What follows belongs to an exercise in optimizing a design on an open flow for small area; a production flow would make more cautious choices. The RTL was checked by simulation tests, not by an equivalence proof against the original design.

## flow/design.v

```verilog
module mac_round_sat #(
    parameter int HW = 24,
    parameter int OW = 20
) (
    input  logic [HW-1:0] hi,
    input  logic          half,
    input  logic          rest,
    output logic [OW-1:0] dout,
    output logic          ovf
);
    localparam logic [OW-1:0] SATP = {1'b0, {(OW-1){1'b1}}};
    localparam logic [OW-1:0] SATN = {1'b1, {(OW-2){1'b0}}, 1'b1};
    logic          neg, up;
    logic [HW:0]   quo;
    assign neg = hi[HW-1];
    assign up  = half & (~neg | rest);
    assign quo = {neg, hi} + {{HW{1'b0}}, up};
    assign ovf = ~(&quo[HW:OW-1]) & (|quo[HW:OW-1]);
    assign dout = ovf ? (neg ? SATN : SATP) : quo[OW-1:0];
endmodule
module mac_fa (
    input  logic a, b, c,
    output logic s, co
);
    assign s  = a ^ b ^ c;
    assign co = (a & b) | (a & c) | (b & c);
endmodule
module mac_ha (
    input  logic a, b,
    output logic s, co
);
    assign s  = a ^ b;
    assign co = a & b;
endmodule
module mac_nch_acc #(
    parameter int DW     = 18,
    parameter int CW     = 28,
    parameter int NCH    = 4,
    parameter int GUARD  = 2,
    parameter int OSHIFT = 24,
    parameter int OW     = 20
) (
    input  logic                         clk,
    input  logic                         rst,
    input  logic                         iv,
    input  logic [DW-1:0]                din,
    input  logic [CW-1:0]                cin,
    input  logic [((NCH <= 1) ? 1 : $clog2(NCH))-1:0]     ch,
    input  logic                         first,
    input  logic                         last,
    output logic [OW-1:0]                dout,
    output logic [((NCH <= 1) ? 1 : $clog2(NCH))-1:0]     och,
    output logic                         ov,
    output logic                         ovf
);
    localparam int AW = DW + CW + GUARD;    
    localparam int NR = DW / 2;             
    localparam int HW = AW - OSHIFT;        
    logic [AW-1:0] acc0, acc1, acc2, acc3;
    logic [3:0]    z;
    logic [AW-1:0] accsel, arow, sum;
    always_comb begin
        case (ch)
            2'd0:    accsel = acc0;
            2'd1:    accsel = acc1;
            2'd2:    accsel = acc2;
            default: accsel = acc3;
        endcase
    end
    assign arow = (first | z[ch]) ? '0 : accsel;
    logic [NR-1:0]    one, two, neg, ppt;
    logic [NR*CW-1:0] pp;
    always_comb begin
        for (int i = 0; i < NR; i++) begin
            logic dm, dc, dp;
            dm = (i == 0) ? 1'b0 : din[2*i-1];
            dc = din[2*i];
            dp = din[2*i+1];
            one[i] = dc ^ dm;
            two[i] = (dp & ~dc & ~dm) | (~dp & dc & dm);
            neg[i] = dp;
            for (int j = 0; j < CW; j++)
                pp[i*CW+j] = ((one[i] & cin[j]) | (two[i] & ((j == 0) ? 1'b0 : cin[j-1]))) ^ neg[i];
            ppt[i] = ~((one[i] & cin[CW-1]) | (two[i] & cin[CW-1])) ^ neg[i];
        end
    end
    logic [AW-1:0] ta, tb;
    logic s1;
    logic c2;
    logic s3;
    logic c4;
    logic s5;
    logic c6;
    logic s7;
    logic c8;
    logic s9;
    logic c10;
    logic s11;
    logic c12;
    logic s13;
    logic c14;
    logic s15;
    logic c16;
    logic s17;
    logic c18;
    logic s19;
    logic c20;
    logic s21;
    logic c22;
    logic s23;
    logic c24;
    logic s25;
    logic c26;
    logic s27;
    logic c28;
    logic s29;
    logic c30;
    logic s31;
    logic c32;
    logic s33;
    logic c34;
    logic s35;
    logic c36;
    logic s37;
    logic c38;
    logic s39;
    logic c40;
    logic s41;
    logic c42;
    logic s43;
    logic c44;
    logic s45;
    logic c46;
    logic s47;
    logic c48;
    logic s49;
    logic c50;
    logic s51;
    logic c52;
    logic s53;
    logic c54;
    logic s55;
    logic c56;
    logic s57;
    logic c58;
    logic s59;
    logic c60;
    logic s61;
    logic c62;
    logic s63;
    logic c64;
    logic s65;
    logic c66;
    logic s67;
    logic c68;
    logic s69;
    logic c70;
    logic s71;
    logic c72;
    logic s73;
    logic c74;
    logic s75;
    logic c76;
    logic s77;
    logic c78;
    logic s79;
    logic c80;
    logic s81;
    logic c82;
    logic s83;
    logic c84;
    logic s85;
    logic c86;
    logic s87;
    logic c88;
    logic s89;
    logic c90;
    logic s91;
    logic c92;
    logic s93;
    logic c94;
    logic s95;
    logic c96;
    logic s97;
    logic c98;
    logic s99;
    logic c100;
    logic s101;
    logic c102;
    logic s103;
    logic c104;
    logic s105;
    logic c106;
    logic s107;
    logic c108;
    logic s109;
    logic c110;
    logic s111;
    logic c112;
    logic s113;
    logic c114;
    logic s115;
    logic c116;
    logic s117;
    logic c118;
    logic s119;
    logic c120;
    logic s121;
    logic c122;
    logic s123;
    logic c124;
    logic s125;
    logic c126;
    logic s127;
    logic c128;
    logic s129;
    logic c130;
    logic s131;
    logic c132;
    logic s133;
    logic c134;
    logic s135;
    logic c136;
    logic s137;
    logic c138;
    logic s139;
    logic c140;
    logic s141;
    logic c142;
    logic s143;
    logic c144;
    logic s145;
    logic c146;
    logic s147;
    logic c148;
    logic s149;
    logic c150;
    logic s151;
    logic c152;
    logic s153;
    logic c154;
    logic s155;
    logic c156;
    logic s157;
    logic c158;
    logic s159;
    logic c160;
    logic s161;
    logic c162;
    logic s163;
    logic c164;
    logic s165;
    logic c166;
    logic s167;
    logic c168;
    logic s169;
    logic c170;
    logic s171;
    logic c172;
    logic s173;
    logic c174;
    logic s175;
    logic c176;
    logic s177;
    logic c178;
    logic s179;
    logic c180;
    logic s181;
    logic c182;
    logic s183;
    logic c184;
    logic s185;
    logic c186;
    logic s187;
    logic c188;
    logic s189;
    logic c190;
    logic s191;
    logic c192;
    logic s193;
    logic c194;
    logic s195;
    logic c196;
    logic s197;
    logic c198;
    logic s199;
    logic c200;
    logic s201;
    logic c202;
    logic s203;
    logic c204;
    logic s205;
    logic c206;
    logic s207;
    logic c208;
    logic s209;
    logic c210;
    logic s211;
    logic c212;
    logic s213;
    logic c214;
    logic s215;
    logic c216;
    logic s217;
    logic c218;
    logic s219;
    logic c220;
    logic s221;
    logic c222;
    logic s223;
    logic c224;
    logic s225;
    logic c226;
    logic s227;
    logic c228;
    logic s229;
    logic c230;
    logic s231;
    logic c232;
    logic s233;
    logic c234;
    logic s235;
    logic c236;
    logic s237;
    logic c238;
    logic s239;
    logic c240;
    logic s241;
    logic c242;
    logic s243;
    logic c244;
    logic s245;
    logic c246;
    logic s247;
    logic c248;
    logic s249;
    logic c250;
    logic s251;
    logic c252;
    logic s253;
    logic c254;
    logic s255;
    logic c256;
    logic s257;
    logic c258;
    logic s259;
    logic c260;
    logic s261;
    logic c262;
    logic s263;
    logic c264;
    logic s265;
    logic c266;
    logic s267;
    logic c268;
    logic s269;
    logic c270;
    logic s271;
    logic c272;
    logic s273;
    logic c274;
    logic s275;
    logic c276;
    logic s277;
    logic c278;
    logic s279;
    logic c280;
    logic s281;
    logic c282;
    logic s283;
    logic c284;
    logic s285;
    logic c286;
    logic s287;
    logic c288;
    logic s289;
    logic c290;
    logic s291;
    logic c292;
    logic s293;
    logic c294;
    logic s295;
    logic c296;
    logic s297;
    logic c298;
    logic s299;
    logic c300;
    logic s301;
    logic c302;
    logic s303;
    logic c304;
    logic s305;
    logic c306;
    logic s307;
    logic c308;
    logic s309;
    logic c310;
    logic s311;
    logic c312;
    logic s313;
    logic c314;
    logic s315;
    logic c316;
    logic s317;
    logic c318;
    logic s319;
    logic c320;
    logic s321;
    logic c322;
    logic s323;
    logic c324;
    logic s325;
    logic c326;
    logic s327;
    logic c328;
    logic s329;
    logic c330;
    logic s331;
    logic c332;
    logic s333;
    logic c334;
    logic s335;
    logic c336;
    logic s337;
    logic c338;
    logic s339;
    logic c340;
    logic s341;
    logic c342;
    logic s343;
    logic c344;
    logic s345;
    logic c346;
    logic s347;
    logic c348;
    logic s349;
    logic c350;
    logic s351;
    logic c352;
    logic s353;
    logic c354;
    logic s355;
    logic c356;
    logic s357;
    logic c358;
    logic s359;
    logic c360;
    logic s361;
    logic c362;
    logic s363;
    logic c364;
    logic s365;
    logic c366;
    logic s367;
    logic c368;
    logic s369;
    logic c370;
    logic s371;
    logic c372;
    logic s373;
    logic c374;
    logic s375;
    logic c376;
    logic s377;
    logic c378;
    logic s379;
    logic c380;
    logic s381;
    logic c382;
    logic s383;
    logic c384;
    logic s385;
    logic c386;
    logic s387;
    logic c388;
    logic s389;
    logic c390;
    logic s391;
    logic c392;
    logic s393;
    logic c394;
    logic s395;
    logic c396;
    logic s397;
    logic c398;
    logic s399;
    logic c400;
    logic s401;
    logic c402;
    logic s403;
    logic c404;
    logic s405;
    logic c406;
    logic s407;
    logic c408;
    logic s409;
    logic c410;
    logic s411;
    logic c412;
    logic s413;
    logic c414;
    logic s415;
    logic c416;
    logic s417;
    logic c418;
    logic s419;
    logic c420;
    logic s421;
    logic c422;
    logic s423;
    logic c424;
    logic s425;
    logic c426;
    logic s427;
    logic c428;
    logic s429;
    logic c430;
    logic s431;
    logic c432;
    logic s433;
    logic c434;
    logic s435;
    logic c436;
    logic s437;
    logic c438;
    logic s439;
    logic c440;
    logic s441;
    logic c442;
    logic s443;
    logic c444;
    logic s445;
    logic c446;
    logic s447;
    logic c448;
    logic s449;
    logic c450;
    logic s451;
    logic c452;
    logic s453;
    logic c454;
    logic s455;
    logic c456;
    logic s457;
    logic c458;
    logic s459;
    logic c460;
    logic s461;
    logic c462;
    logic s463;
    logic c464;
    logic s465;
    logic c466;
    logic s467;
    logic c468;
    logic s469;
    logic c470;
    logic s471;
    logic c472;
    logic s473;
    logic c474;
    logic s475;
    logic c476;
    logic s477;
    logic c478;
    logic s479;
    logic c480;
    logic s481;
    logic c482;
    logic s483;
    logic c484;
    logic s485;
    logic c486;
    logic s487;
    logic c488;
    logic s489;
    logic c490;
    logic s491;
    logic c492;
    logic s493;
    logic c494;
    logic s495;
    logic c496;
    logic s497;
    logic c498;
    logic s499;
    logic c500;
    logic s501;
    logic c502;
    logic s503;
    logic c504;
    logic s505;
    logic c506;
    logic s507;
    logic c508;
    logic s509;
    logic c510;
    logic s511;
    logic c512;
    logic s513;
    logic c514;
    logic s515;
    logic c516;
    logic s517;
    logic c518;
    logic s519;
    logic c520;
    logic s521;
    logic c522;
    logic s523;
    logic c524;
    logic s525;
    logic c526;
    logic s527;
    logic c528;
    logic s529;
    logic c530;
    logic s531;
    logic c532;
    logic s533;
    logic c534;
    logic s535;
    logic c536;
    logic s537;
    logic c538;
    logic s539;
    logic c540;
    logic s541;
    logic c542;
    logic s543;
    logic c544;
    mac_ha u_s1 (.a(neg[7]), .b(arow[14]), .s(s1), .co(c2));
    mac_ha u_s3 (.a(arow[15]), .b(pp[15]), .s(s3), .co(c4));
    mac_fa u_s5 (.a(neg[8]), .b(arow[16]), .c(pp[16]), .s(s5), .co(c6));
    mac_ha u_s7 (.a(pp[42]), .b(pp[68]), .s(s7), .co(c8));
    mac_fa u_s9 (.a(arow[17]), .b(pp[17]), .c(pp[43]), .s(s9), .co(c10));
    mac_ha u_s11 (.a(pp[69]), .b(pp[95]), .s(s11), .co(c12));
    mac_fa u_s13 (.a(arow[18]), .b(pp[18]), .c(pp[44]), .s(s13), .co(c14));
    mac_ha u_s15 (.a(pp[70]), .b(pp[96]), .s(s15), .co(c16));
    mac_fa u_s17 (.a(arow[19]), .b(pp[19]), .c(pp[45]), .s(s17), .co(c18));
    mac_ha u_s19 (.a(pp[71]), .b(pp[97]), .s(s19), .co(c20));
    mac_fa u_s21 (.a(arow[20]), .b(pp[20]), .c(pp[46]), .s(s21), .co(c22));
    mac_ha u_s23 (.a(pp[72]), .b(pp[98]), .s(s23), .co(c24));
    mac_fa u_s25 (.a(arow[21]), .b(pp[21]), .c(pp[47]), .s(s25), .co(c26));
    mac_ha u_s27 (.a(pp[73]), .b(pp[99]), .s(s27), .co(c28));
    mac_fa u_s29 (.a(arow[22]), .b(pp[22]), .c(pp[48]), .s(s29), .co(c30));
    mac_ha u_s31 (.a(pp[74]), .b(pp[100]), .s(s31), .co(c32));
    mac_fa u_s33 (.a(arow[23]), .b(pp[23]), .c(pp[49]), .s(s33), .co(c34));
    mac_ha u_s35 (.a(pp[75]), .b(pp[101]), .s(s35), .co(c36));
    mac_fa u_s37 (.a(arow[24]), .b(pp[24]), .c(pp[50]), .s(s37), .co(c38));
    mac_ha u_s39 (.a(pp[76]), .b(pp[102]), .s(s39), .co(c40));
    mac_fa u_s41 (.a(arow[25]), .b(pp[25]), .c(pp[51]), .s(s41), .co(c42));
    mac_ha u_s43 (.a(pp[77]), .b(pp[103]), .s(s43), .co(c44));
    mac_fa u_s45 (.a(arow[26]), .b(pp[26]), .c(pp[52]), .s(s45), .co(c46));
    mac_ha u_s47 (.a(pp[78]), .b(pp[104]), .s(s47), .co(c48));
    mac_fa u_s49 (.a(arow[27]), .b(pp[27]), .c(pp[53]), .s(s49), .co(c50));
    mac_ha u_s51 (.a(pp[79]), .b(pp[105]), .s(s51), .co(c52));
    assign s53 = ~(arow[28] ^ ppt[0]);
    assign c54 = arow[28] | ppt[0];
    mac_fa u_s55 (.a(pp[54]), .b(pp[80]), .c(pp[106]), .s(s55), .co(c56));
    assign s57 = ~(arow[29] ^ pp[55]);
    assign c58 = arow[29] | pp[55];
    mac_ha u_s59 (.a(pp[81]), .b(pp[107]), .s(s59), .co(c60));
    mac_fa u_s61 (.a(arow[30]), .b(ppt[1]), .c(pp[82]), .s(s61), .co(c62));
    assign s63 = ~arow[31];
    assign c64 = arow[31];
    mac_ha u_s65 (.a(neg[4]), .b(arow[8]), .s(s65), .co(c66));
    mac_ha u_s67 (.a(arow[9]), .b(pp[9]), .s(s67), .co(c68));
    mac_fa u_s69 (.a(neg[5]), .b(arow[10]), .c(pp[10]), .s(s69), .co(c70));
    mac_ha u_s71 (.a(pp[36]), .b(pp[62]), .s(s71), .co(c72));
    mac_fa u_s73 (.a(arow[11]), .b(pp[11]), .c(pp[37]), .s(s73), .co(c74));
    mac_ha u_s75 (.a(pp[63]), .b(pp[89]), .s(s75), .co(c76));
    mac_fa u_s77 (.a(neg[6]), .b(arow[12]), .c(pp[12]), .s(s77), .co(c78));
    mac_fa u_s79 (.a(pp[38]), .b(pp[64]), .c(pp[90]), .s(s79), .co(c80));
    mac_ha u_s81 (.a(pp[116]), .b(pp[142]), .s(s81), .co(c82));
    mac_fa u_s83 (.a(arow[13]), .b(pp[13]), .c(pp[39]), .s(s83), .co(c84));
    mac_fa u_s85 (.a(pp[65]), .b(pp[91]), .c(pp[117]), .s(s85), .co(c86));
    mac_ha u_s87 (.a(pp[143]), .b(pp[169]), .s(s87), .co(c88));
    mac_fa u_s89 (.a(pp[14]), .b(pp[40]), .c(pp[66]), .s(s89), .co(c90));
    mac_fa u_s91 (.a(pp[92]), .b(pp[118]), .c(pp[144]), .s(s91), .co(c92));
    mac_fa u_s93 (.a(pp[170]), .b(pp[196]), .c(s1), .s(s93), .co(c94));
    mac_fa u_s95 (.a(pp[41]), .b(pp[67]), .c(pp[93]), .s(s95), .co(c96));
    mac_fa u_s97 (.a(pp[119]), .b(pp[145]), .c(pp[171]), .s(s97), .co(c98));
    mac_fa u_s99 (.a(pp[197]), .b(c2), .c(s3), .s(s99), .co(c100));
    mac_fa u_s101 (.a(pp[94]), .b(pp[120]), .c(pp[146]), .s(s101), .co(c102));
    mac_fa u_s103 (.a(pp[172]), .b(pp[198]), .c(pp[224]), .s(s103), .co(c104));
    mac_fa u_s105 (.a(c4), .b(s5), .c(s7), .s(s105), .co(c106));
    mac_fa u_s107 (.a(pp[121]), .b(pp[147]), .c(pp[173]), .s(s107), .co(c108));
    mac_fa u_s109 (.a(pp[199]), .b(pp[225]), .c(c6), .s(s109), .co(c110));
    mac_fa u_s111 (.a(c8), .b(s9), .c(s11), .s(s111), .co(c112));
    mac_fa u_s113 (.a(pp[122]), .b(pp[148]), .c(pp[174]), .s(s113), .co(c114));
    mac_fa u_s115 (.a(pp[200]), .b(pp[226]), .c(c10), .s(s115), .co(c116));
    mac_fa u_s117 (.a(c12), .b(s13), .c(s15), .s(s117), .co(c118));
    mac_fa u_s119 (.a(pp[123]), .b(pp[149]), .c(pp[175]), .s(s119), .co(c120));
    mac_fa u_s121 (.a(pp[201]), .b(pp[227]), .c(c14), .s(s121), .co(c122));
    mac_fa u_s123 (.a(c16), .b(s17), .c(s19), .s(s123), .co(c124));
    mac_fa u_s125 (.a(pp[124]), .b(pp[150]), .c(pp[176]), .s(s125), .co(c126));
    mac_fa u_s127 (.a(pp[202]), .b(pp[228]), .c(c18), .s(s127), .co(c128));
    mac_fa u_s129 (.a(c20), .b(s21), .c(s23), .s(s129), .co(c130));
    mac_fa u_s131 (.a(pp[125]), .b(pp[151]), .c(pp[177]), .s(s131), .co(c132));
    mac_fa u_s133 (.a(pp[203]), .b(pp[229]), .c(c22), .s(s133), .co(c134));
    mac_fa u_s135 (.a(c24), .b(s25), .c(s27), .s(s135), .co(c136));
    mac_fa u_s137 (.a(pp[126]), .b(pp[152]), .c(pp[178]), .s(s137), .co(c138));
    mac_fa u_s139 (.a(pp[204]), .b(pp[230]), .c(c26), .s(s139), .co(c140));
    mac_fa u_s141 (.a(c28), .b(s29), .c(s31), .s(s141), .co(c142));
    mac_fa u_s143 (.a(pp[127]), .b(pp[153]), .c(pp[179]), .s(s143), .co(c144));
    mac_fa u_s145 (.a(pp[205]), .b(pp[231]), .c(c30), .s(s145), .co(c146));
    mac_fa u_s147 (.a(c32), .b(s33), .c(s35), .s(s147), .co(c148));
    mac_fa u_s149 (.a(pp[128]), .b(pp[154]), .c(pp[180]), .s(s149), .co(c150));
    mac_fa u_s151 (.a(pp[206]), .b(pp[232]), .c(c34), .s(s151), .co(c152));
    mac_fa u_s153 (.a(c36), .b(s37), .c(s39), .s(s153), .co(c154));
    mac_fa u_s155 (.a(pp[129]), .b(pp[155]), .c(pp[181]), .s(s155), .co(c156));
    mac_fa u_s157 (.a(pp[207]), .b(pp[233]), .c(c38), .s(s157), .co(c158));
    mac_fa u_s159 (.a(c40), .b(s41), .c(s43), .s(s159), .co(c160));
    mac_fa u_s161 (.a(pp[130]), .b(pp[156]), .c(pp[182]), .s(s161), .co(c162));
    mac_fa u_s163 (.a(pp[208]), .b(pp[234]), .c(c42), .s(s163), .co(c164));
    mac_fa u_s165 (.a(c44), .b(s45), .c(s47), .s(s165), .co(c166));
    mac_fa u_s167 (.a(pp[131]), .b(pp[157]), .c(pp[183]), .s(s167), .co(c168));
    mac_fa u_s169 (.a(pp[209]), .b(pp[235]), .c(c46), .s(s169), .co(c170));
    mac_fa u_s171 (.a(c48), .b(s49), .c(s51), .s(s171), .co(c172));
    mac_fa u_s173 (.a(pp[132]), .b(pp[158]), .c(pp[184]), .s(s173), .co(c174));
    mac_fa u_s175 (.a(pp[210]), .b(pp[236]), .c(c50), .s(s175), .co(c176));
    mac_fa u_s177 (.a(c52), .b(s53), .c(s55), .s(s177), .co(c178));
    mac_fa u_s179 (.a(pp[133]), .b(pp[159]), .c(pp[185]), .s(s179), .co(c180));
    mac_fa u_s181 (.a(pp[211]), .b(pp[237]), .c(c54), .s(s181), .co(c182));
    mac_fa u_s183 (.a(c56), .b(s57), .c(s59), .s(s183), .co(c184));
    mac_fa u_s185 (.a(pp[108]), .b(pp[134]), .c(pp[160]), .s(s185), .co(c186));
    mac_fa u_s187 (.a(pp[186]), .b(pp[212]), .c(pp[238]), .s(s187), .co(c188));
    mac_fa u_s189 (.a(c58), .b(c60), .c(s61), .s(s189), .co(c190));
    mac_fa u_s191 (.a(pp[83]), .b(pp[109]), .c(pp[135]), .s(s191), .co(c192));
    mac_fa u_s193 (.a(pp[161]), .b(pp[187]), .c(pp[213]), .s(s193), .co(c194));
    mac_fa u_s195 (.a(pp[239]), .b(s63), .c(c62), .s(s195), .co(c196));
    mac_fa u_s197 (.a(arow[32]), .b(ppt[2]), .c(pp[110]), .s(s197), .co(c198));
    mac_fa u_s199 (.a(pp[136]), .b(pp[162]), .c(pp[188]), .s(s199), .co(c200));
    mac_fa u_s201 (.a(pp[214]), .b(pp[240]), .c(c64), .s(s201), .co(c202));
    assign s203 = ~(arow[33] ^ pp[111]);
    assign c204 = arow[33] | pp[111];
    mac_fa u_s205 (.a(pp[137]), .b(pp[163]), .c(pp[189]), .s(s205), .co(c206));
    mac_ha u_s207 (.a(pp[215]), .b(pp[241]), .s(s207), .co(c208));
    mac_fa u_s209 (.a(arow[34]), .b(ppt[3]), .c(pp[138]), .s(s209), .co(c210));
    mac_fa u_s211 (.a(pp[164]), .b(pp[190]), .c(pp[216]), .s(s211), .co(c212));
    assign s213 = ~(arow[35] ^ pp[139]);
    assign c214 = arow[35] | pp[139];
    mac_ha u_s215 (.a(pp[165]), .b(pp[191]), .s(s215), .co(c216));
    mac_fa u_s217 (.a(arow[36]), .b(ppt[4]), .c(pp[166]), .s(s217), .co(c218));
    assign s219 = ~arow[37];
    assign c220 = arow[37];
    mac_ha u_s221 (.a(neg[2]), .b(arow[4]), .s(s221), .co(c222));
    mac_ha u_s223 (.a(arow[5]), .b(pp[5]), .s(s223), .co(c224));
    mac_fa u_s225 (.a(neg[3]), .b(arow[6]), .c(pp[6]), .s(s225), .co(c226));
    mac_ha u_s227 (.a(pp[32]), .b(pp[58]), .s(s227), .co(c228));
    mac_fa u_s229 (.a(arow[7]), .b(pp[7]), .c(pp[33]), .s(s229), .co(c230));
    mac_ha u_s231 (.a(pp[59]), .b(pp[85]), .s(s231), .co(c232));
    mac_fa u_s233 (.a(pp[8]), .b(pp[34]), .c(pp[60]), .s(s233), .co(c234));
    mac_fa u_s235 (.a(pp[86]), .b(pp[112]), .c(s65), .s(s235), .co(c236));
    mac_fa u_s237 (.a(pp[35]), .b(pp[61]), .c(pp[87]), .s(s237), .co(c238));
    mac_fa u_s239 (.a(pp[113]), .b(c66), .c(s67), .s(s239), .co(c240));
    mac_fa u_s241 (.a(pp[88]), .b(pp[114]), .c(pp[140]), .s(s241), .co(c242));
    mac_fa u_s243 (.a(c68), .b(s69), .c(s71), .s(s243), .co(c244));
    mac_fa u_s245 (.a(pp[115]), .b(pp[141]), .c(c70), .s(s245), .co(c246));
    mac_fa u_s247 (.a(c72), .b(s73), .c(s75), .s(s247), .co(c248));
    mac_fa u_s249 (.a(pp[168]), .b(c74), .c(c76), .s(s249), .co(c250));
    mac_fa u_s251 (.a(s77), .b(s79), .c(s81), .s(s251), .co(c252));
    mac_fa u_s253 (.a(c78), .b(c80), .c(c82), .s(s253), .co(c254));
    mac_fa u_s255 (.a(s83), .b(s85), .c(s87), .s(s255), .co(c256));
    mac_fa u_s257 (.a(c84), .b(c86), .c(c88), .s(s257), .co(c258));
    mac_fa u_s259 (.a(s89), .b(s91), .c(s93), .s(s259), .co(c260));
    mac_fa u_s261 (.a(c90), .b(c92), .c(s95), .s(s261), .co(c262));
    mac_fa u_s263 (.a(s97), .b(c94), .c(s99), .s(s263), .co(c264));
    mac_fa u_s265 (.a(c96), .b(c98), .c(s101), .s(s265), .co(c266));
    mac_fa u_s267 (.a(s103), .b(c100), .c(s105), .s(s267), .co(c268));
    mac_fa u_s269 (.a(c102), .b(c104), .c(s107), .s(s269), .co(c270));
    mac_fa u_s271 (.a(s109), .b(c106), .c(s111), .s(s271), .co(c272));
    mac_fa u_s273 (.a(c108), .b(s113), .c(c110), .s(s273), .co(c274));
    mac_fa u_s275 (.a(s115), .b(c112), .c(s117), .s(s275), .co(c276));
    mac_fa u_s277 (.a(c114), .b(s119), .c(c116), .s(s277), .co(c278));
    mac_fa u_s279 (.a(s121), .b(c118), .c(s123), .s(s279), .co(c280));
    mac_fa u_s281 (.a(c120), .b(s125), .c(c122), .s(s281), .co(c282));
    mac_fa u_s283 (.a(s127), .b(c124), .c(s129), .s(s283), .co(c284));
    mac_fa u_s285 (.a(c126), .b(s131), .c(c128), .s(s285), .co(c286));
    mac_fa u_s287 (.a(s133), .b(c130), .c(s135), .s(s287), .co(c288));
    mac_fa u_s289 (.a(c132), .b(s137), .c(c134), .s(s289), .co(c290));
    mac_fa u_s291 (.a(s139), .b(c136), .c(s141), .s(s291), .co(c292));
    mac_fa u_s293 (.a(c138), .b(s143), .c(c140), .s(s293), .co(c294));
    mac_fa u_s295 (.a(s145), .b(c142), .c(s147), .s(s295), .co(c296));
    mac_fa u_s297 (.a(c144), .b(s149), .c(c146), .s(s297), .co(c298));
    mac_fa u_s299 (.a(s151), .b(c148), .c(s153), .s(s299), .co(c300));
    mac_fa u_s301 (.a(c150), .b(s155), .c(c152), .s(s301), .co(c302));
    mac_fa u_s303 (.a(s157), .b(c154), .c(s159), .s(s303), .co(c304));
    mac_fa u_s305 (.a(c156), .b(s161), .c(c158), .s(s305), .co(c306));
    mac_fa u_s307 (.a(s163), .b(c160), .c(s165), .s(s307), .co(c308));
    mac_fa u_s309 (.a(c162), .b(s167), .c(c164), .s(s309), .co(c310));
    mac_fa u_s311 (.a(s169), .b(c166), .c(s171), .s(s311), .co(c312));
    mac_fa u_s313 (.a(c168), .b(s173), .c(c170), .s(s313), .co(c314));
    mac_fa u_s315 (.a(s175), .b(c172), .c(s177), .s(s315), .co(c316));
    mac_fa u_s317 (.a(c174), .b(s179), .c(c176), .s(s317), .co(c318));
    mac_fa u_s319 (.a(s181), .b(c178), .c(s183), .s(s319), .co(c320));
    mac_fa u_s321 (.a(c180), .b(s185), .c(s187), .s(s321), .co(c322));
    mac_fa u_s323 (.a(c182), .b(c184), .c(s189), .s(s323), .co(c324));
    mac_fa u_s325 (.a(c186), .b(c188), .c(s191), .s(s325), .co(c326));
    mac_fa u_s327 (.a(s193), .b(s195), .c(c190), .s(s327), .co(c328));
    mac_fa u_s329 (.a(c192), .b(c194), .c(s197), .s(s329), .co(c330));
    mac_fa u_s331 (.a(s199), .b(s201), .c(c196), .s(s331), .co(c332));
    mac_fa u_s333 (.a(c198), .b(c200), .c(s203), .s(s333), .co(c334));
    mac_fa u_s335 (.a(s205), .b(s207), .c(c202), .s(s335), .co(c336));
    mac_fa u_s337 (.a(pp[242]), .b(c204), .c(c206), .s(s337), .co(c338));
    mac_fa u_s339 (.a(c208), .b(s209), .c(s211), .s(s339), .co(c340));
    mac_fa u_s341 (.a(pp[217]), .b(pp[243]), .c(c210), .s(s341), .co(c342));
    mac_fa u_s343 (.a(c212), .b(s213), .c(s215), .s(s343), .co(c344));
    mac_fa u_s345 (.a(pp[192]), .b(pp[218]), .c(pp[244]), .s(s345), .co(c346));
    mac_fa u_s347 (.a(c214), .b(c216), .c(s217), .s(s347), .co(c348));
    mac_fa u_s349 (.a(pp[167]), .b(pp[193]), .c(pp[219]), .s(s349), .co(c350));
    mac_fa u_s351 (.a(pp[245]), .b(s219), .c(c218), .s(s351), .co(c352));
    mac_fa u_s353 (.a(arow[38]), .b(ppt[5]), .c(pp[194]), .s(s353), .co(c354));
    mac_fa u_s355 (.a(pp[220]), .b(pp[246]), .c(c220), .s(s355), .co(c356));
    assign s357 = ~(arow[39] ^ pp[195]);
    assign c358 = arow[39] | pp[195];
    mac_ha u_s359 (.a(pp[221]), .b(pp[247]), .s(s359), .co(c360));
    mac_fa u_s361 (.a(arow[40]), .b(ppt[6]), .c(pp[222]), .s(s361), .co(c362));
    assign s363 = ~arow[41];
    assign c364 = arow[41];
    mac_ha u_s365 (.a(neg[1]), .b(arow[2]), .s(s365), .co(c366));
    mac_ha u_s367 (.a(arow[3]), .b(pp[3]), .s(s367), .co(c368));
    mac_fa u_s369 (.a(pp[4]), .b(pp[30]), .c(pp[56]), .s(s369), .co(c370));
    mac_fa u_s371 (.a(pp[31]), .b(pp[57]), .c(c222), .s(s371), .co(c372));
    mac_fa u_s373 (.a(pp[84]), .b(c224), .c(s225), .s(s373), .co(c374));
    mac_fa u_s375 (.a(c226), .b(c228), .c(s229), .s(s375), .co(c376));
    mac_fa u_s377 (.a(c230), .b(c232), .c(s233), .s(s377), .co(c378));
    mac_fa u_s379 (.a(c234), .b(s237), .c(c236), .s(s379), .co(c380));
    mac_fa u_s381 (.a(c238), .b(s241), .c(c240), .s(s381), .co(c382));
    mac_fa u_s383 (.a(c242), .b(s245), .c(c244), .s(s383), .co(c384));
    mac_fa u_s385 (.a(c246), .b(s249), .c(c248), .s(s385), .co(c386));
    mac_fa u_s387 (.a(c250), .b(s253), .c(c252), .s(s387), .co(c388));
    mac_fa u_s389 (.a(c254), .b(s257), .c(c256), .s(s389), .co(c390));
    mac_fa u_s391 (.a(c258), .b(s261), .c(c260), .s(s391), .co(c392));
    mac_fa u_s393 (.a(c262), .b(s265), .c(c264), .s(s393), .co(c394));
    mac_fa u_s395 (.a(c266), .b(s269), .c(c268), .s(s395), .co(c396));
    mac_fa u_s397 (.a(c270), .b(s273), .c(c272), .s(s397), .co(c398));
    mac_fa u_s399 (.a(c274), .b(s277), .c(c276), .s(s399), .co(c400));
    mac_fa u_s401 (.a(c278), .b(s281), .c(c280), .s(s401), .co(c402));
    mac_fa u_s403 (.a(c282), .b(s285), .c(c284), .s(s403), .co(c404));
    mac_fa u_s405 (.a(c286), .b(s289), .c(c288), .s(s405), .co(c406));
    mac_fa u_s407 (.a(c290), .b(s293), .c(c292), .s(s407), .co(c408));
    mac_fa u_s409 (.a(c294), .b(s297), .c(c296), .s(s409), .co(c410));
    mac_fa u_s411 (.a(c298), .b(s301), .c(c300), .s(s411), .co(c412));
    mac_fa u_s413 (.a(c302), .b(s305), .c(c304), .s(s413), .co(c414));
    mac_fa u_s415 (.a(c306), .b(s309), .c(c308), .s(s415), .co(c416));
    mac_fa u_s417 (.a(c310), .b(s313), .c(c312), .s(s417), .co(c418));
    mac_fa u_s419 (.a(c314), .b(s317), .c(c316), .s(s419), .co(c420));
    mac_fa u_s421 (.a(s321), .b(c318), .c(c320), .s(s421), .co(c422));
    mac_fa u_s423 (.a(c322), .b(s325), .c(c324), .s(s423), .co(c424));
    mac_fa u_s425 (.a(c326), .b(s329), .c(c328), .s(s425), .co(c426));
    mac_fa u_s427 (.a(c330), .b(s333), .c(s335), .s(s427), .co(c428));
    mac_fa u_s429 (.a(s337), .b(c334), .c(s339), .s(s429), .co(c430));
    mac_fa u_s431 (.a(c338), .b(s341), .c(c340), .s(s431), .co(c432));
    mac_fa u_s433 (.a(s345), .b(c342), .c(c344), .s(s433), .co(c434));
    mac_fa u_s435 (.a(c346), .b(s349), .c(s351), .s(s435), .co(c436));
    mac_fa u_s437 (.a(c350), .b(s353), .c(s355), .s(s437), .co(c438));
    mac_fa u_s439 (.a(c354), .b(s357), .c(s359), .s(s439), .co(c440));
    mac_fa u_s441 (.a(pp[248]), .b(c358), .c(c360), .s(s441), .co(c442));
    mac_fa u_s443 (.a(pp[223]), .b(pp[249]), .c(s363), .s(s443), .co(c444));
    mac_fa u_s445 (.a(arow[42]), .b(ppt[7]), .c(pp[250]), .s(s445), .co(c446));
    assign s447 = ~arow[43];
    assign c448 = arow[43];
    mac_ha u_s449 (.a(neg[0]), .b(arow[0]), .s(s449), .co(c450));
    mac_ha u_s451 (.a(arow[1]), .b(pp[1]), .s(s451), .co(c452));
    mac_fa u_s453 (.a(pp[2]), .b(pp[28]), .c(s365), .s(s453), .co(c454));
    mac_fa u_s455 (.a(pp[29]), .b(c366), .c(s367), .s(s455), .co(c456));
    mac_fa u_s457 (.a(s221), .b(c368), .c(s369), .s(s457), .co(c458));
    mac_fa u_s459 (.a(c370), .b(s223), .c(s371), .s(s459), .co(c460));
    mac_fa u_s461 (.a(s227), .b(c372), .c(s373), .s(s461), .co(c462));
    mac_fa u_s463 (.a(s231), .b(c374), .c(s375), .s(s463), .co(c464));
    mac_fa u_s465 (.a(s235), .b(c376), .c(s377), .s(s465), .co(c466));
    mac_fa u_s467 (.a(c378), .b(s239), .c(s379), .s(s467), .co(c468));
    mac_fa u_s469 (.a(s243), .b(c380), .c(s381), .s(s469), .co(c470));
    mac_fa u_s471 (.a(s247), .b(c382), .c(s383), .s(s471), .co(c472));
    mac_fa u_s473 (.a(s251), .b(c384), .c(s385), .s(s473), .co(c474));
    mac_fa u_s475 (.a(s255), .b(c386), .c(s387), .s(s475), .co(c476));
    mac_fa u_s477 (.a(s259), .b(c388), .c(s389), .s(s477), .co(c478));
    mac_fa u_s479 (.a(c390), .b(s263), .c(s391), .s(s479), .co(c480));
    mac_fa u_s481 (.a(s267), .b(c392), .c(s393), .s(s481), .co(c482));
    mac_fa u_s483 (.a(s271), .b(c394), .c(s395), .s(s483), .co(c484));
    mac_fa u_s485 (.a(s275), .b(c396), .c(s397), .s(s485), .co(c486));
    mac_fa u_s487 (.a(s279), .b(c398), .c(s399), .s(s487), .co(c488));
    mac_fa u_s489 (.a(s283), .b(c400), .c(s401), .s(s489), .co(c490));
    mac_fa u_s491 (.a(s287), .b(c402), .c(s403), .s(s491), .co(c492));
    mac_fa u_s493 (.a(s291), .b(c404), .c(s405), .s(s493), .co(c494));
    mac_fa u_s495 (.a(s295), .b(c406), .c(s407), .s(s495), .co(c496));
    mac_fa u_s497 (.a(s299), .b(c408), .c(s409), .s(s497), .co(c498));
    mac_fa u_s499 (.a(s303), .b(c410), .c(s411), .s(s499), .co(c500));
    mac_fa u_s501 (.a(s307), .b(c412), .c(s413), .s(s501), .co(c502));
    mac_fa u_s503 (.a(s311), .b(c414), .c(s415), .s(s503), .co(c504));
    mac_fa u_s505 (.a(s315), .b(c416), .c(s417), .s(s505), .co(c506));
    mac_fa u_s507 (.a(s319), .b(c418), .c(s419), .s(s507), .co(c508));
    mac_fa u_s509 (.a(s323), .b(c420), .c(s421), .s(s509), .co(c510));
    mac_fa u_s511 (.a(s327), .b(c422), .c(s423), .s(s511), .co(c512));
    mac_fa u_s513 (.a(s331), .b(c424), .c(s425), .s(s513), .co(c514));
    mac_fa u_s515 (.a(c332), .b(s427), .c(c426), .s(s515), .co(c516));
    mac_fa u_s517 (.a(c336), .b(s429), .c(c428), .s(s517), .co(c518));
    mac_fa u_s519 (.a(s343), .b(c430), .c(s431), .s(s519), .co(c520));
    mac_fa u_s521 (.a(s347), .b(c432), .c(s433), .s(s521), .co(c522));
    mac_fa u_s523 (.a(c348), .b(c434), .c(s435), .s(s523), .co(c524));
    mac_fa u_s525 (.a(c352), .b(s437), .c(c436), .s(s525), .co(c526));
    mac_fa u_s527 (.a(c356), .b(s439), .c(c438), .s(s527), .co(c528));
    mac_fa u_s529 (.a(s361), .b(s441), .c(c440), .s(s529), .co(c530));
    mac_fa u_s531 (.a(c362), .b(s443), .c(c442), .s(s531), .co(c532));
    mac_fa u_s533 (.a(c364), .b(s445), .c(c444), .s(s533), .co(c534));
    mac_fa u_s535 (.a(pp[251]), .b(s447), .c(c446), .s(s535), .co(c536));
    mac_fa u_s537 (.a(arow[44]), .b(ppt[8]), .c(c448), .s(s537), .co(c538));
    assign s539 = ~arow[45];
    assign c540 = arow[45];
    assign s541 = ~arow[46];
    assign c542 = arow[46];
    assign s543 = ~arow[47];
    assign c544 = arow[47];
    assign ta = {c542, c540, c538, c536, c534, c532, c530, c528, c526, c524, c522, c520, c518, c516, c514, c512, c510, c508, c506, c504, c502, c500, c498, c496, c494, c492, c490, c488, c486, c484, c482, c480, c478, c476, c474, c472, c470, c468, c466, c464, c462, c460, c458, c456, c454, c452, c450, s449};
    assign tb = {s543, s541, s539, s537, s535, s533, s531, s529, s527, s525, s523, s521, s519, s517, s515, s513, s511, s509, s507, s505, s503, s501, s499, s497, s495, s493, s491, s489, s487, s485, s483, s481, s479, s477, s475, s473, s471, s469, s467, s465, s463, s461, s459, s457, s455, s453, s451, pp[0]};
    assign sum = ta + tb;
    always_ff @(posedge clk) begin
        if (iv && ch == 2'd0) acc0 <= sum;
        if (iv && ch == 2'd1) acc1 <= sum;
        if (iv && ch == 2'd2) acc2 <= sum;
        if (iv && ch == 2'd3) acc3 <= sum;
    end
    always_ff @(posedge clk or posedge rst) begin
        if (rst) z <= 4'hf;
        else if (iv) z[ch] <= 1'b0;
    end
    logic          v2;
    logic [1:0]    ch2;
    logic [HW-1:0] h2;
    logic          b2, o2;
    always_ff @(posedge clk or posedge rst) begin
        if (rst) v2 <= 1'b0;
        else     v2 <= iv & last;
    end
    always_ff @(posedge clk) begin
        ch2 <= ch;
        h2  <= sum[AW-1:OSHIFT];
        b2  <= sum[OSHIFT-1];
        o2  <= |sum[OSHIFT-2:0];
    end
    logic [OW-1:0] rs_dout;
    logic          rs_ovf;
    mac_round_sat #(.HW(HW), .OW(OW)) u_round_sat (
        .hi   (h2),
        .half (b2),
        .rest (o2),
        .dout (rs_dout),
        .ovf  (rs_ovf)
    );
    logic          v3, v4, v5;
    logic [1:0]    ch3, ch4, ch5;
    logic [OW:0]   r3, r4, r5;
    always_ff @(posedge clk or posedge rst) begin
        if (rst) begin
            v3 <= 1'b0;
            v4 <= 1'b0;
            v5 <= 1'b0;
        end else begin
            v3 <= v2;
            v4 <= v3;
            v5 <= v4;
        end
    end
    always_ff @(posedge clk) begin
        ch3 <= ch2;
        r3  <= {rs_ovf, rs_dout};
        ch4 <= ch3;
        r4  <= r3;
        ch5 <= ch4;
        r5  <= r4;
    end
    always_ff @(posedge clk or posedge rst) begin
        if (rst) begin
            dout <= '0;
            och  <= '0;
            ovf  <= 1'b0;
            ov   <= 1'b0;
        end else begin
            ov <= v5;
            if (v5) begin
                dout <= r5[OW-1:0];
                ovf  <= r5[OW];
                och  <= ch5;
            end
        end
    end
endmodule
```

## flow/constraint.sdc

```tcl
create_clock -name core_clock -period 7.5 [get_ports {clk}]
set_input_delay 1.5000 -clock core_clock [delete_from_list [all_inputs] [get_ports {clk}]]
set_output_delay 1.5000 -clock core_clock [all_outputs]
set_load 0.01 [all_outputs]
```

## flow/run.sh

```bash
#!/bin/bash
# synth_recipe.tcl (not shown) runs the flow's synth.tcl, then flattens the netlist and writes it again
# the make line also repeats each setting of config.mk as NAME=value (left out here)
make -C /OpenROAD-flow-scripts/flow DESIGN_CONFIG=/design/flow/config.mk WORK_HOME=/design/flow/orfs CLKGATE_MAP_FILE= SYNTH_SCRIPT=/design/flow/synth_recipe.tcl finish
```

## flow/config.mk

```make
export PLATFORM = sky130hd
export DESIGN_NAME = mac_nch_acc
export DESIGN_NICKNAME = mac_nch_acc
export VERILOG_FILES = /design/flow/design.v
export SDC_FILE = /design/flow/constraint.sdc
export NUM_CORES = 4
export LEC_CHECK = 0
export ABC_AREA = 1
export CAP_MARGIN = 20
export CORE_MARGIN = 2
export CORE_UTILIZATION = 60
export CTS_BUF_LIST = sky130_fd_sc_hd__clkbuf_4
export SLEW_MARGIN = 20
export SYNTH_HIERARCHICAL = 1
export SYNTH_MINIMUM_KEEP_SIZE = 0
```

==> notes.md <==
[flip-flops by register name, indices dropped and copies added (netlist names), 20 cells and up]
| name | count |
|---|---|
| acc0 | 48 |
| acc1 | 48 |
| acc2 | 48 |
| acc3 | 48 |
| dout | 20 |
| h2 | 24 |
| r3 | 21 |
| r4 | 21 |
| r5 | 21 |
[through the flow]
| stage | hold WS (ns) | setup WS, ns | instance area [µm²] | TNS [ns] |
|---|---|---|---|---|
| after floorplan | 0.3096 | 1.178 | 24720 | 0 |
| after global placement | 0.3100 | -0.1438 | 27110 | -3.927 |
| after detailed placement | 0.3132 | -0.1768 | 27110 | -5.500 |
| after CTS | 0.3059 | 0.5986 | 28120 | 0 |
| after global routing | 0.3189 | 0.2952 | 28120 | 0 |
| final | 0.3091 | 0.4776 | 28120 | 0 |
[worst reg2reg max path, cell delays in order, from the launching register on]
cell,delay (ns)
dfstp_2,0.52
inv_1,0.05
nor2_1,0.19
nor3_4,0.08
inv_2,0.16
buf_4,0.20
nor2_1,0.06
buf_4,0.16
fa_1,0.57
fa_1,0.44
fa_1,0.40
fa_1,0.55
fa_1,0.43
ha_1,0.36
nand2_1,0.13
nor2_1,0.22
a21oi_1,0.13
o21ai_0,0.25
nand2_1,0.10
nand3_1,0.12
xor2_1,0.49
[logic make-up (layout without fill, tap and decap cells)]
group                    after synthesis  after routing
AND/OR/NAND/NOR                      746            746
AO/OA/AOI/OAI                        493            493
buffers and inverters                337            621
flip-flops                           321            321
adder cells (fa/ha/maj)              315            315
XOR/XNOR                             286            286
multiplexers                          23             23
other                                  0              2
[metal layers]
layer | part of all wire [%] | global-route usage [%] | vias up
li1 | - | - | 9119
met1 | 40 | 48.15 | 9839
met2 | 47 | 57.14 | 1091
met3 | 9.1 | 7.849 | 208
met4 | 4.2 | 13.60 | 6
met5 | 0.22 | 2.304 | -
[synthesized netlist by cell type, types with 24 or more instances]
library cell	number	area (µm²)
nor2_1	175	656.9
buf_2	62	310.3
nand2_1	407	1528
dfxtp_1	97	1942
inv_1	166	623.1
clkbuf_1	53	198.9
o21ai_0	53	265.3
xor2_1	272	2382
ha_1	86	1076
o22ai_1	242	1514
nand3_1	65	325.3
a21oi_1	87	435.4
a22o_1	24	210.2
clkinv_1	26	97.59
dfrtp_1	28	700.7
fa_1	229	4584
edfxtp_1	192	5766
a221oi_1	36	315.3
[how the worst min path moves through the flow]
stage / startpoint / end / slack, ns / cells past startpoint
floorplan: ch2[0]$_DFF_P_ / ch3[0]$_DFF_P_ / 0.31 / 0
global placement: r3[20]$_DFF_P_ / r4[20]$_DFF_P_ / 0.31 / 0
detailed placement: r3[8]$_DFF_P_ / r4[8]$_DFF_P_ / 0.31 / 0
CTS: r3[8]$_DFF_P_ / r4[8]$_DFF_P_ / 0.31 / 0
global route: r3[8]$_DFF_P_ / r4[8]$_DFF_P_ / 0.32 / 0
finish: r3[8]$_DFF_P_ / r4[8]$_DFF_P_ / 0.31 / 0
[layout make-up]
cell class / count / area (µm²)
sequential: 321 / 8513
fill: 3286 / 12610
clock buffer: 115 / 863.3
antenna: 2 / 5.005
tap: 532 / 665.6
inverter: 207 / 779.5
timing repair buffer: 281 / 2317
multi-input combinational: 1863 / 14830
clock inverter: 18 / 148.9
[modules after synthesis, one instance, submodules excluded, excerpt]
module	cells inside	area, µm²
mac_fa	1	20.02
mac_nch_acc	2085	18890
mac_ha	1	12.51
==> flow_summary.ini <==
[min_path]
hold_path.class = reg2reg

[routing]
routed-via-count = 20260
totalWireLength_um = 75700
via_per_inst = 6.069
drt_iter0_drc = 1990
drt-pass1-iter-count = 6
wl_per_cell_um = 22.67
ant_nets = 0
drc = 0

[sta]
max_freq_mhz = 142.4
finalSetupViolCount = 0
rsz0062_at_grt = false
slew_violations = 0
hold_violations = 0
worst_slew_pin_slew_ns = 0.9658
final.period_utilization_pct = 93.63
slew_headroom_pct = 35.61
finalCriticalPeriod_ns = 7.022
skew_ns = 0.06526

[critical_path]
r2r-start = z[0]$_DFFE_PP1P_
critPathKind = in2reg
cp-end-kind = flip-flop
r2r_slack_ns = 1.64
rr_worst_depth = 20
r2r_end = acc2[45]$_DFFE_PP_
required_ns = 7.95
start_kind = input pin
cp_cell_sequence = clkdlybuf4s50_1 > buf_12 > nor2_2 > buf_4 > buf_4 > a22o_1 > a221oi_1 > nor2_1 > buf_4 > fa_1 > fa_1 > fa_1 > fa_1 > fa_1 > ha_1 > nand2_1 > nor2_1 > a21oi_1 > o21ai_0 > nand2_1 > nand3_1 > xor2_1
path_delay_family = adder cells
crit_end = acc2[45]$_DFFE_PP_
crit_fanout = 16
crit_path_max_incr_delay_ns = 0.57
crit_path_top_delay_cell = fa_1
cp_num_cells = 22
crit_start = ch[0]
cp_num_buf_inv = 5
cp.arrival_ns = 7.47
cpMostUsedCell = fa_1

[run_status]
status = complete, no violations

[clock_network]
cts_tree = built
numCtsBuffers = 73
postCtsSetupBuffers = 0
clockRootBuffer = clkbuf_4
hold_buffers = 0
cts-htree-levels = 3
clock_latency_ns = 0.74
cts_sinks = 321
clkTransAtPathRegs_ns = 0.07
cts-resized-gates = 0
max-clock-path-buffers = 3

[finish]
final_common_cell = nand2_1
mostFrequentLayoutCells = nand2_1, xor2_1, o22ai_1
stdcell_count = 3339
postLayoutCoreUtil_pct = 69.04
final_nets = 3115
drive_above_1_share_pct = 16.43
area_growth_pct = 13.80

[logic_synthesis]
synth_top_family_by_area = adder cells
synth_cells = 2521
yosysWarnings = 7
async_flop_share_pct = 9.969
synth-simple-area-share_pct = 13.07
synth-compound-area-share_pct = 12.71
syn-mean-instance-area_um2 = 9.804
synth_fp_nets = 2889
ys_seq_elements = 321
yosys_most_used_dff = edfxtp_1
synthAdderAreaFrac_pct = 22.90
syn_area_um2 = 24710
synthXorXnorAreaFrac_pct = 10.14
synthMuxAreaShare_pct = 1.048
synth_edf_count = 192
synth.distinct_cells = 52
ys_seq_area_share_pct = 34.45

[die]
core_um2 = 40740
die_x_um = 207.0
start_util_pct = 60.67
ios = 77
die_area_um2 = 42830
row_count = 74
die_h_um = 207.0

[place]
place_congestion = 1.060
hpwl_um = 59310
port_buffers = 76
dpl.cell_count = 3204

[global_route]
grt_start_max_net_pins = 49
track_usage_pct = 35.87
grt_pass1_vias = 19790
antenna_found_initial = 4
grt_pass1_wl_um = 114700
overflow = 0

[run]
cap_violations = 0

==> port drivers added, routing unchanged <==
No port has a modelled driver above. Below, the same layout with a new extraction and two added sets of constraints. Step 1 (the two cells are an assumption about what drives the block):
set clk [get_ports {clk}]
set_driving_cell -lib_cell sky130_fd_sc_hd__clkbuf_16 $clk
set_driving_cell -lib_cell sky130_fd_sc_hd__buf_2 [delete_from_list [all_inputs] $clk]
Step 2 moves the port delays by t, midway between the first and last clock arrival at a register: inputs arrive t later, outputs are due t later. That takes back most of the time a late clock gives input paths. Three values: ideal ports, drivers, drivers and shift; two values: the first two.
t (ns): 0.754
setup slack, ns: 0.478 / 0.460 / -0.294
worst setup path after step 2: input to register
latest minus earliest clock arrival (ns): 0.065 / 0.065
worst register clock-pin slew, ns: 0.08 / 0.08
Met with ideal ports but missed after step 2: setup timing in this run. For this run, drivers alone change the setup slack by -0.018 ns; drivers and shift together by -0.772 ns.
